Background: an optimization exercise with open tools, aiming at small area, a short achievable clock period and few clock cycles. Do not read the settings as production practice.
The RTL was checked by simulation tests, not by an equivalence proof against the original design.
Power is estimated from default activity; no workload was simulated.

==> design/flow/config.mk <==
export PLATFORM = sky130hd
export DESIGN_NAME = comp_unit_top
export DESIGN_NICKNAME = comp_unit_top
export VERILOG_FILES = /design/flow/design.v
export SDC_FILE = /design/flow/constraint.sdc
export NUM_CORES = 4
export LEC_CHECK = 0
export CAP_MARGIN = 20
export CORE_MARGIN = 2
export CORE_UTILIZATION = 40
export SLEW_MARGIN = 20
==> design/flow/design.v <==
`default_nettype none
package comp_pkg;
   typedef struct packed {
      logic [32-1:0] data;
      logic [4-1:0]  rem;
      logic                  sof_n;
      logic                  eof_n;
      logic                  sop_n;
      logic                  eop_n;
      logic                  src_rdy_n;
   } ll_tx_t;
   typedef struct packed {
      logic [32-1:0] data;
      logic [4-1:0]  rem;
      logic                  sof_n;
      logic                  eof_n;
      logic                  sop_n;
      logic                  eop_n;
      logic                  src_rdy_n;
   } ll_rx_t;
   typedef struct packed {
      logic [10-1:0] abus;
      logic [31:0]        dbus;
      logic               read;
      logic               write;
   } dcr_req_t;
   typedef struct packed {
      logic [3-1:0]    flags;
      logic [32-1:0] src_len;
      logic [10-1:0]    task_index;
   } frame_info_t;
   typedef enum logic [3:0] {
      TX_IDLE    = 4'h0,
      TX_HDR     = 4'h1,
      TX_PAYLOAD = 4'h2,
      TX_TRAILER = 4'h3,
      TX_BUSY    = 4'h4
   } tx_state_e;
   typedef enum logic [3:0] {
      RX_IDLE    = 4'h0,
      RX_PAYLOAD = 4'h1,
      RX_APP1    = 4'h2,
      RX_APP2    = 4'h3,
      RX_APP3    = 4'h4,
      RX_APP4    = 4'h5
   } rx_state_e;
   typedef struct packed {
      tx_state_e          tx_state;
      rx_state_e          rx_state;
      logic [16-1:0]  word_cnt;
      logic [16-1:0]  byte_cnt;
      logic               busy;
   } status_t;
endpackage
`default_nettype wire
`default_nettype none
module payload_fifo (
   input  wire logic                   clk,
   input  wire logic                   rst_n,
   input  wire logic                   push_i,
   input  wire logic [32-1:0]  push_data_i,
   input  wire logic                   pop_i,
   output logic [32-1:0]       pop_data_o,
   output logic                        empty_o,
   output logic                        full_o
);
   logic [32-1:0] mem [64];
   logic [6:0]     wr_ptr;
   logic [6:0]     rd_ptr;
   assign empty_o = (wr_ptr == rd_ptr);
   assign full_o  = (wr_ptr[6] != rd_ptr[6]) &&
                    (wr_ptr[6-1:0] == rd_ptr[6-1:0]);
   assign pop_data_o = mem[rd_ptr[6-1:0]];
   always_ff @(posedge clk) begin
      if (push_i && !full_o) begin
         mem[wr_ptr[6-1:0]] <= push_data_i;
      end
   end
   always_ff @(posedge clk) begin
      if (!rst_n) begin
         wr_ptr <= '0;
         rd_ptr <= '0;
      end else begin
         if (push_i && !full_o) begin
            wr_ptr <= wr_ptr + 1'b1;
         end
         if (pop_i && !empty_o) begin
            rd_ptr <= rd_ptr + 1'b1;
         end
      end
   end
endmodule
`default_nettype wire
`default_nettype none
module ll_crc (
   input  wire logic                   clk,
   input  wire logic                   rst_n,
   input  wire logic                   en_i,
   input  wire logic [32-1:0]  data_i,
   input  wire logic                   clear_i,
   output logic [31:0]                 crc_o
);
   function automatic logic [31:0] crc_step(input logic [31:0] crc,
                                            input logic [32-1:0] d);
      logic [31:0] c;
      logic        fb;
      c = crc;
      for (int i = 32 - 1; i >= 0; i--) begin
         fb = c[31] ^ d[i];
         c  = {c[30:0], 1'b0};
         if (fb) begin
            c = c ^ 32'h04C1_1DB7;
         end
      end
      crc_step = c;
   endfunction
   always_ff @(posedge clk) begin
      if (!rst_n || clear_i) begin
         crc_o <= 32'hFFFF_FFFF;
      end else if (en_i) begin
         crc_o <= crc_step(crc_o, data_i);
      end
   end
endmodule
`default_nettype wire
`default_nettype none
module ll_tx_parser (
   input  wire logic                   clk,
   input  wire logic                   rst_n,
   input  wire comp_pkg::ll_tx_t       tx_i,
   input  wire logic                   full_i,
   input  wire logic                   rx_done_i,
   output logic                        tx_dst_rdy_n_o,
   output logic                        push_o,
   output logic [32-1:0]       push_data_o,
   output logic                        crc_en_o,
   output logic [32-1:0]       crc_data_o,
   output logic                        tx_done_o,
   output comp_pkg::frame_info_t       info_o,
   output logic [16-1:0]           word_cnt_o,
   output logic [16-1:0]           byte_cnt_o,
   output comp_pkg::tx_state_e         state_o
);
   localparam int HC_W = $clog2(8);
   localparam int VB_W = $clog2(4 + 1);
   comp_pkg::tx_state_e              state;
   logic [HC_W-1:0]        hdr_cnt;
   logic                   beat;
   logic                   pay_beat;
   logic [32-1:0]  masked;
   logic [VB_W-1:0]        valid_bytes;
   assign tx_dst_rdy_n_o = (state == comp_pkg::TX_BUSY) || ((state == comp_pkg::TX_PAYLOAD) && full_i);
   assign beat           = !tx_i.src_rdy_n && !tx_dst_rdy_n_o;
   assign pay_beat       = beat && (state == comp_pkg::TX_PAYLOAD);
   assign tx_done_o      = beat && (state == comp_pkg::TX_TRAILER) && !tx_i.eof_n;
   assign push_o      = pay_beat;
   assign push_data_o = masked;
   assign crc_en_o    = pay_beat;
   assign crc_data_o  = masked;
   assign state_o     = state;
   always_comb begin
      masked      = tx_i.data;
      valid_bytes = VB_W'(4);
      if (!tx_i.eop_n) begin
         for (int i = 0; i < 4; i++) begin
            if (tx_i.rem[i]) begin
               masked[8*i +: 8] = 8'h00;
               valid_bytes      = valid_bytes - 1'b1;
            end
         end
      end
   end
   always_ff @(posedge clk) begin
      if (!rst_n) begin
         state      <= comp_pkg::TX_IDLE;
         hdr_cnt    <= '0;
         word_cnt_o <= '0;
         byte_cnt_o <= '0;
      end else begin
         case (state)
            comp_pkg::TX_IDLE: begin
               if (beat && !tx_i.sof_n) begin
                  state      <= comp_pkg::TX_HDR;
                  hdr_cnt    <= HC_W'(1);
                  word_cnt_o <= '0;
                  byte_cnt_o <= '0;
               end
            end
            comp_pkg::TX_HDR: begin
               if (beat) begin
                  hdr_cnt <= hdr_cnt + 1'b1;
                  if (hdr_cnt == HC_W'(8 - 1)) begin
                     state <= comp_pkg::TX_PAYLOAD;
                  end
               end
            end
            comp_pkg::TX_PAYLOAD: begin
               if (beat) begin
                  word_cnt_o <= word_cnt_o + 1'b1;
                  byte_cnt_o <= byte_cnt_o + 16'(valid_bytes);
                  if (!tx_i.eop_n) begin
                     state <= comp_pkg::TX_TRAILER;
                  end
               end
            end
            comp_pkg::TX_TRAILER: begin
               if (tx_done_o) begin
                  state <= comp_pkg::TX_BUSY;
               end
            end
            comp_pkg::TX_BUSY: begin
               if (rx_done_i) begin
                  state <= comp_pkg::TX_IDLE;
               end
            end
            default: state <= comp_pkg::TX_IDLE;
         endcase
      end
   end
   always_ff @(posedge clk) begin
      if (beat && (state == comp_pkg::TX_HDR)) begin
         if (hdr_cnt == HC_W'(4)) begin
            info_o.flags <= tx_i.data[32-1 -: 3];
         end
         if (hdr_cnt == HC_W'(5)) begin
            info_o.src_len <= tx_i.data;
         end
         if (hdr_cnt == HC_W'(6)) begin
            info_o.task_index <= tx_i.data[10-1:0];
         end
      end
   end
endmodule
`default_nettype wire
`default_nettype none
module ll_rx_framer (
   input  wire logic                   clk,
   input  wire logic                   rst_n,
   input  wire logic                   tx_done_i,
   input  wire comp_pkg::frame_info_t  info_i,
   input  wire logic [16-1:0]      word_cnt_i,
   input  wire logic [16-1:0]      byte_cnt_i,
   input  wire logic [31:0]            crc_i,
   input  wire logic [32-1:0]  pop_data_i,
   input  wire logic                   empty_i,
   input  wire logic                   rx_dst_rdy_n_i,
   output comp_pkg::ll_rx_t            rx_o,
   output logic                        pop_o,
   output logic                        rx_done_o,
   output comp_pkg::rx_state_e         state_o
);
   comp_pkg::rx_state_e               state;
   logic [16-1:0]       left;
   logic                    xfer;
   logic                    first_word;
   logic                    last_word;
   logic                    mismatch;
   logic [1:0]              pad_bytes;
   logic [4-1:0]    last_rem;
   assign xfer       = !rx_o.src_rdy_n && !rx_dst_rdy_n_i;
   assign first_word = (left == word_cnt_i);
   assign last_word  = (left == 16'(1));
   assign mismatch   = ({{(32 - 16){1'b0}}, byte_cnt_i} != info_i.src_len);
   assign pad_bytes = ~byte_cnt_i[1:0] + 1'b1;
   assign last_rem  = ~({4{1'b1}} << pad_bytes);
   assign pop_o     = (state == comp_pkg::RX_PAYLOAD) && xfer;
   assign rx_done_o = (state == comp_pkg::RX_APP4) && xfer;
   assign state_o   = state;
   always_comb begin
      rx_o      = '1;
      rx_o.data = '0;
      rx_o.rem  = '0;
      case (state)
         comp_pkg::RX_PAYLOAD: begin
            rx_o.data      = pop_data_i;
            rx_o.src_rdy_n = empty_i;
            rx_o.sof_n     = !first_word;
            rx_o.sop_n     = !first_word;
            rx_o.eop_n     = !last_word;
            if (last_word) begin
               rx_o.rem = last_rem;
            end
         end
         comp_pkg::RX_APP1: begin
            rx_o.src_rdy_n = 1'b0;
            rx_o.data = {info_i.flags, mismatch,
                         {(32 - 3 - 10 - 2){1'b0}},
                         1'b1, crc_i[10-1:0]};
         end
         comp_pkg::RX_APP2: begin
            rx_o.src_rdy_n = 1'b0;
            rx_o.data      = 32'(byte_cnt_i);
         end
         comp_pkg::RX_APP3: begin
            rx_o.src_rdy_n = 1'b0;
            rx_o.data      = {crc_i[31:10], info_i.task_index};
         end
         comp_pkg::RX_APP4: begin
            rx_o.src_rdy_n = 1'b0;
            rx_o.eof_n     = 1'b0;
            rx_o.data      = info_i.src_len;
         end
         default: ;
      endcase
   end
   always_ff @(posedge clk) begin
      if (!rst_n) begin
         state <= comp_pkg::RX_IDLE;
         left  <= '0;
      end else begin
         case (state)
            comp_pkg::RX_IDLE: begin
               if (tx_done_i) begin
                  left  <= word_cnt_i;
                  state <= comp_pkg::RX_PAYLOAD;
               end
            end
            comp_pkg::RX_PAYLOAD: begin
               if (xfer) begin
                  left <= left - 1'b1;
                  if (last_word) begin
                     state <= comp_pkg::RX_APP1;
                  end
               end
            end
            comp_pkg::RX_APP1: if (xfer) state <= comp_pkg::RX_APP2;
            comp_pkg::RX_APP2: if (xfer) state <= comp_pkg::RX_APP3;
            comp_pkg::RX_APP3: if (xfer) state <= comp_pkg::RX_APP4;
            comp_pkg::RX_APP4: if (xfer) state <= comp_pkg::RX_IDLE;
            default: state <= comp_pkg::RX_IDLE;
         endcase
      end
   end
endmodule
`default_nettype wire
`default_nettype none
module dcr_regs (
   input  wire logic                   clk,
   input  wire logic                   rst_n,
   input  wire comp_pkg::dcr_req_t     dcr_i,
   input  wire comp_pkg::status_t      status_i,
   input  wire comp_pkg::frame_info_t  info_i,
   output logic [1-1:0]       dcr_ack_o,
   output logic [31:0]                 dcr_rdata_o,
   output logic                        rst_engine_req_o
);
   logic [31:0] rd_mux;
   always_comb begin
      rd_mux = '0;
      case (dcr_i.abus[3:0])
         4'h0: begin
            rd_mux[31:28] = status_i.tx_state;
            rd_mux[27:24] = status_i.rx_state;
            rd_mux[0]     = status_i.busy;
         end
         4'h2: begin
            rd_mux[31 -: 3]  = info_i.flags;
            rd_mux[10-1:0]    = info_i.task_index;
         end
         4'h4: rd_mux = {status_i.word_cnt, status_i.byte_cnt};
         4'h5: rd_mux = info_i.src_len;
         4'he: rd_mux = 32'h0102_0000;
         4'hf: rd_mux = 32'haa55_55aa;
         default: ;
      endcase
   end
   always_ff @(posedge clk) begin
      if (!rst_n) begin
         dcr_ack_o        <= '0;
         rst_engine_req_o <= 1'b0;
      end else begin
         dcr_ack_o        <= {1{dcr_i.read || dcr_i.write}};
         rst_engine_req_o <= dcr_i.write && (dcr_i.abus == '0) && dcr_i.dbus[31];
      end
   end
   always_ff @(posedge clk) begin
      if (dcr_i.read) begin
         dcr_rdata_o <= rd_mux;
      end
   end
endmodule
`default_nettype wire
`default_nettype none
module comp_unit (
   input  wire logic                clk,
   input  wire logic                rst_n,
   input  wire comp_pkg::ll_tx_t    tx_i,
   input  wire logic                rx_dst_rdy_n_i,
   input  wire comp_pkg::dcr_req_t  dcr_i,
   output logic                     tx_dst_rdy_n_o,
   output comp_pkg::ll_rx_t         rx_o,
   output logic [1-1:0]    dcr_ack_o,
   output logic [31:0]              dcr_rdata_o,
   output logic                     rst_engine_req_o
);
   logic                   push;
   logic [32-1:0]  push_data;
   logic                   pop;
   logic [32-1:0]  pop_data;
   logic                   empty;
   logic                   full;
   logic                   crc_en;
   logic [32-1:0]  crc_data;
   logic [31:0]            crc;
   logic                   tx_done;
   logic                   rx_done;
   comp_pkg::frame_info_t            info;
   logic [16-1:0]      word_cnt;
   logic [16-1:0]      byte_cnt;
   comp_pkg::tx_state_e              tx_state;
   comp_pkg::rx_state_e              rx_state;
   comp_pkg::status_t                status;
   assign status.tx_state = tx_state;
   assign status.rx_state = rx_state;
   assign status.word_cnt = word_cnt;
   assign status.byte_cnt = byte_cnt;
   assign status.busy     = (tx_state == comp_pkg::TX_BUSY);
   ll_tx_parser ll_tx_parser_i (
      .clk            (clk),
      .rst_n          (rst_n),
      .tx_i           (tx_i),
      .full_i         (full),
      .rx_done_i      (rx_done),
      .tx_dst_rdy_n_o (tx_dst_rdy_n_o),
      .push_o         (push),
      .push_data_o    (push_data),
      .crc_en_o       (crc_en),
      .crc_data_o     (crc_data),
      .tx_done_o      (tx_done),
      .info_o         (info),
      .word_cnt_o     (word_cnt),
      .byte_cnt_o     (byte_cnt),
      .state_o        (tx_state)
   );
   payload_fifo payload_fifo_i (
      .clk         (clk),
      .rst_n       (rst_n),
      .push_i      (push),
      .push_data_i (push_data),
      .pop_i       (pop),
      .pop_data_o  (pop_data),
      .empty_o     (empty),
      .full_o      (full)
   );
   ll_crc ll_crc_i (
      .clk     (clk),
      .rst_n   (rst_n),
      .en_i    (crc_en),
      .data_i  (crc_data),
      .clear_i (rx_done),
      .crc_o   (crc)
   );
   ll_rx_framer ll_rx_framer_i (
      .clk            (clk),
      .rst_n          (rst_n),
      .tx_done_i      (tx_done),
      .info_i         (info),
      .word_cnt_i     (word_cnt),
      .byte_cnt_i     (byte_cnt),
      .crc_i          (crc),
      .pop_data_i     (pop_data),
      .empty_i        (empty),
      .rx_dst_rdy_n_i (rx_dst_rdy_n_i),
      .rx_o           (rx_o),
      .pop_o          (pop),
      .rx_done_o      (rx_done),
      .state_o        (rx_state)
   );
   dcr_regs dcr_regs_i (
      .clk              (clk),
      .rst_n            (rst_n),
      .dcr_i            (dcr_i),
      .status_i         (status),
      .info_i           (info),
      .dcr_ack_o        (dcr_ack_o),
      .dcr_rdata_o      (dcr_rdata_o),
      .rst_engine_req_o (rst_engine_req_o)
   );
endmodule
`default_nettype wire
`default_nettype none
module comp_unit_top (
   input  wire logic                    clk,
   input  wire logic                    rst_n,
   input  wire logic [32-1:0]   tx_data_i,
   input  wire logic [4-1:0]    tx_rem_i,
   input  wire logic                    tx_sof_n_i,
   input  wire logic                    tx_eof_n_i,
   input  wire logic                    tx_sop_n_i,
   input  wire logic                    tx_eop_n_i,
   input  wire logic                    tx_src_rdy_n_i,
   output logic                         tx_dst_rdy_n_o,
   output logic [32-1:0]        rx_data_o,
   output logic [4-1:0]         rx_rem_o,
   output logic                         rx_sof_n_o,
   output logic                         rx_eof_n_o,
   output logic                         rx_sop_n_o,
   output logic                         rx_eop_n_o,
   output logic                         rx_src_rdy_n_o,
   input  wire logic                    rx_dst_rdy_n_i,
   input  wire logic [10-1:0]      dcr_abus_i,
   input  wire logic [31:0]             dcr_dbus_i,
   input  wire logic                    dcr_read_i,
   input  wire logic                    dcr_write_i,
   output logic [1-1:0]        dcr_ack_o,
   output logic [31:0]                  dcr_rdata_o,
   output logic                         rst_engine_req_o
);
   comp_pkg::ll_tx_t   tx;
   comp_pkg::ll_rx_t   rx;
   comp_pkg::dcr_req_t dcr;
   assign tx.data      = tx_data_i;
   assign tx.rem       = tx_rem_i;
   assign tx.sof_n     = tx_sof_n_i;
   assign tx.eof_n     = tx_eof_n_i;
   assign tx.sop_n     = tx_sop_n_i;
   assign tx.eop_n     = tx_eop_n_i;
   assign tx.src_rdy_n = tx_src_rdy_n_i;
   assign dcr.abus  = dcr_abus_i;
   assign dcr.dbus  = dcr_dbus_i;
   assign dcr.read  = dcr_read_i;
   assign dcr.write = dcr_write_i;
   assign rx_data_o      = rx.data;
   assign rx_rem_o       = rx.rem;
   assign rx_sof_n_o     = rx.sof_n;
   assign rx_eof_n_o     = rx.eof_n;
   assign rx_sop_n_o     = rx.sop_n;
   assign rx_eop_n_o     = rx.eop_n;
   assign rx_src_rdy_n_o = rx.src_rdy_n;
   comp_unit comp_unit_i (
      .clk              (clk),
      .rst_n            (rst_n),
      .tx_i             (tx),
      .rx_dst_rdy_n_i   (rx_dst_rdy_n_i),
      .dcr_i            (dcr),
      .tx_dst_rdy_n_o   (tx_dst_rdy_n_o),
      .rx_o             (rx),
      .dcr_ack_o        (dcr_ack_o),
      .dcr_rdata_o      (dcr_rdata_o),
      .rst_engine_req_o (rst_engine_req_o)
   );
endmodule
`default_nettype wire
==> design/flow/run.sh <==
#!/bin/bash
# synth_recipe.tcl (not shown) runs the flow's synth.tcl, then flattens the netlist and writes it again
# the make line also repeats each setting of config.mk as NAME=value (left out here)
make -C /OpenROAD-flow-scripts/flow DESIGN_CONFIG=/design/flow/config.mk WORK_HOME=/design/flow/orfs CLKGATE_MAP_FILE= SYNTH_SCRIPT=/design/flow/synth_recipe.tcl finish
==> design/flow/constraint.sdc <==
create_clock -name core_clock -period 6.0 [get_ports {clk}]
set_input_delay 1.2000 -clock core_clock [delete_from_list [all_inputs] [get_ports {clk}]]
set_output_delay 1.2000 -clock core_clock [all_outputs]
set_load 0.01 [all_outputs]
==> summary.txt <==
per-layer routing:
metal  part of all wire  track usage  wire (um)
met1               0.43        0.298     101000
met2               0.48        0.321     111000
met3              0.070       0.0290      16400
met4              0.022       0.0511       5180
met5                  0            0          0
layout make-up:
type	instances	area, sq um	area share
clock buffers	276	5870	0.0559
well taps	2992	3740	0.0356
flip-flops and latches	2236	66100	0.628
diodes	1	2.50	0.0000238
repair buffers	389	3870	0.0369
clock inverters	137	1210	0.0115
multi-input cells	1855	24300	0.231
inverters	19	71.3	0.000678
power by group through the flow:
stage | combinational (uW) | sequential, uW | clock [uW]
after CTS | 7500 | 17100 | 13800
after floorplan | 5450 | 17500 | 0
after global placement | 7540 | 17500 | 0
after global routing | 7930 | 17100 | 14400
final | 7470 | 17100 | 13500
after detailed placement | 7460 | 17500 | 0
what timing repair did:
action / 4_1_cts / 5_1_grt
buffers inserted: 4 / 0
setup endpoints to repair: 16 / 7
gates resized for setup: 0 / 7
hold endpoints to repair: 0 / 0
hold buffers: 0 / 0
cells by family after synthesis:
| family | share of synthesized area |
|---|---|
| flops | 0.728 |
| simple gates | 0.0254 |
| mux | 0.173 |
| buf+inv | 0.0108 |
| compound gates | 0.0170 |
| other cells | 0.0000413 |
| xor+xnor | 0.0434 |
| fa+ha+maj | 0.00292 |
placed cells by master, fill, tap and decap left out, types with 18 or more instances in the layout:
| cell type | count |
|---|---|
| a21oi_1 | 57 |
| and2_1 | 34 |
| and2_2 | 31 |
| buf_12 | 50 |
| buf_4 | 208 |
| clkbuf_1 | 47 |
| clkbuf_16 | 226 |
| clkdlybuf4s50_1 | 130 |
| clkinv_1 | 61 |
| clkinv_2 | 40 |
| dfxtp_1 | 104 |
| edfxtp_1 | 2125 |
| ha_1 | 18 |
| mux2_2 | 25 |
| mux2i_1 | 58 |
| mux4_2 | 657 |
| nand2_1 | 100 |
| nand3_1 | 24 |
| nor2_1 | 125 |
| nor2_4 | 65 |
| o211ai_1 | 20 |
| o21ai_0 | 68 |
| o22ai_1 | 18 |
| xnor2_1 | 209 |
| xnor3_1 | 26 |
| xor2_1 | 82 |
worst max path at each step:
stage | to | slack, ps | depth (start not counted)
after detailed placement | comp_unit_i.ll_crc_i.crc_o[10] | 200 | 12
after CTS | rx_data_o[5] | 6 | 10
after floorplan | comp_unit_i.ll_crc_i.crc_o[10] | 600 | 11
final | rx_data_o[29] | 100 | 9
after global placement | comp_unit_i.ll_crc_i.crc_o[10] | 180 | 12
after global routing | rx_data_o[29] | 20 | 9
critical path: stages, from the launching register on:
cell and delay [ps]:
dfxtp_4 430, buf_4 180, buf_12 200, buf_12 230
mux4_2 530, mux4_2 490, mux2_2 380, a21oi_1 590
o21ai_0 210, clkdlybuf4s50_1 540
flip-flops by register name, summed over array words and instances (netlist names), named ones only:
register and cells:
comp_unit_i.payload_fifo_i.mem 2048, comp_unit_i.ll_tx_parser_i.info_o 45, comp_unit_i.dcr_regs_i.dcr_rdata_o 32, comp_unit_i.ll_crc_i.crc_o 32
comp_unit_i.ll_rx_framer_i.left 16, comp_unit_i.ll_tx_parser_i.byte_cnt_o 16, comp_unit_i.ll_tx_parser_i.word_cnt_o 16, comp_unit_i.payload_fifo_i.rd_ptr 7
comp_unit_i.payload_fifo_i.wr_ptr 7, comp_unit_i.ll_rx_framer_i.state 3, comp_unit_i.ll_tx_parser_i.hdr_cnt 3, comp_unit_i.ll_tx_parser_i.state 3
comp_unit_i.dcr_regs_i.dcr_ack_o 1, comp_unit_i.dcr_regs_i.rst_engine_req_o 1
stage by stage:
step / total power (uW) / hold slack (ps) / cells / utilization / setup slack (ps)
floorplan: 22900 / 462 / 4346 / - / 602
global placement: 25000 / 480 / 7487 / 0.435 / 180
detailed placement: 24900 / 487 / 7487 / 0.435 / 200
CTS: 38400 / 499 / 7904 / 0.467 / 5.78
global route: 39500 / 529 / 7904 / 0.467 / 23.6
finish: 38100 / 501 / 7905 / 0.467 / 101
==> flow_summary.json <==
{
  "placed_area_sq_um": 97900,
  "cts_tree": "done",
  "antenna_found_initial": 8,
  "yosysSeqAreaShare": 0.728,
  "grt_max_degree": 66,
  "leakage_uw": 0.0308,
  "h-tree-depth": 4,
  "insertion_delay_ps": 870,
  "io_buffers": 130,
  "peakVddDrop_uv": 706,
  "combPwrFrac": 0.196,
  "cts-root-buf": "clkbuf_16",
  "dr.pass1.iters": 6,
  "synthArstFlopShare": 0,
  "ant_nets": 0,
  "via_count": 44877,
  "holdPathStages": 2,
  "fin_crit_ps": 5900,
  "reg2reg_slack_ps": 1700,
  "min_path_type": "register to register",
  "worst_hold_path.endpoint": "comp_unit_i.ll_tx_parser_i.hdr_cnt[2]",
  "clk_pin_slew_ps": 60,
  "ys_types": 67,
  "synth_flop_cell": "edfxtp_1",
  "die_w_um": 480,
  "dieArea_sq_um": 231000,
  "p_switching_uw": 9600,
  "final-max-slew-violation-count": 0,
  "status": "finished clean",
  "seqPwrFrac": 0.450,
  "fp.dieH_um": 480,
  "synthTopCellsByCount": "edfxtp_1 (2125), mux4_2 (657), xnor2_1 (209), nor2_1 (189), clkbuf_1 (158)",
  "timing.rr.start": "comp_unit_i.ll_crc_i.crc_o[31]",
  "cts_sinks": 2236,
  "crit_path_start_kind": "register",
  "cp_max_fo": 20,
  "fillers": 18655,
  "synth_edf_count": 2125,
  "first_iter_violations": 5253,
  "place_congestion": 0.885,
  "avgSynthCellArea_sq_um": 20.9,
  "critical_path_class": "register to output pin",
  "r2r.worst_path.cells": 10,
  "row_count": 174,
  "drc_errors": 0,
  "wire_per_inst_um": 29.6,
  "synth_top_area_cell": "edfxtp_1",
  "synth.most_common_cell": "edfxtp_1",
  "cap_viol_max_count": 0,
  "via_per_inst": 5.68,
  "max_freq_mhz": 170,
  "final_cell_area_sq_um": 105000,
  "grt-ovfl-total": 0,
  "synth_seq_cells": 2236,
  "cts.path.max_buffers": 3,
  "syn_nets": 4454,
  "start_util": 0.403,
  "grt_pass1_wl_um": 336000,
  "required_ps": 4800,
  "relSlewSlack": 0.278,
  "min-delay-start": "comp_unit_i.ll_tx_parser_i.hdr_cnt[2]",
  "synthCells": 4346,
  "r2r_end": "comp_unit_i.ll_crc_i.crc_o[10]",
  "area_growth_syn_to_layout_pct": 15.9,
  "worstMarginPinSlew_ps": 1080,
  "pwr-share-clk": 0.355,
  "fin_crit_sh": 0.983,
  "grt_pass1_vias": 45283,
  "setup_violations": 0,
  "grt.total_usage": 0.203,
  "finalClockSkew_ps": 36.5,
  "drive_above_1_share": 0.286,
  "core_sq_um": 225000,
  "dp_hpwl_um": 140000,
  "yosysTopAreaCellShare": 0.703,
  "power.density_nw_per_um2": 363,
  "rsz0062_at_grt": "no",
  "end_kind": "output pin",
  "cts_made_buffers": 223,
  "final_nets": 4832,
  "crit_arrival_ps": 4700,
  "ys_warn_count": 5,
  "internal_power_uw": 28500,
  "hold_violations": 0,
  "switching_share": 0.252,
  "ios": 164,
  "wirelength_um": 234000,
  "fin_tns_setup_ps": 0,
  "synth_area_leaders": "edfxtp_1 (70%), mux4_2 (16%), dfxtp_1 (2.4%)",
  "synth_area_sq_um": 90700
}
Testbench counts, summed over its fixed seeds: cycles 21,626.

re-timing with driven ports:
The flow's constraints put no driver on any port. The routed layout listed below was extracted and timed again, unchanged, in two steps.
Step 1 assumes that a clkbuf_16 drives the clock port and a buf_2 every other input.
Step 2, shift: input delay + t, output delay - t, t = (earliest + latest rising clock arrival at the registers) / 2. This alone moves slack from input paths to output paths.
Slacks: no drivers / after step 1 / after step 2; pairs: no drivers / after step 1.
t, ns: 0.949
setup WS [ns]: 0.101 / 0.008 / 0.111
worst data-port slew with drivers (ns): 0.09
After both steps this run still meets setup and hold. The setup slack of this run moves by -0.093 ns with the drivers and by +0.010 ns with both steps.
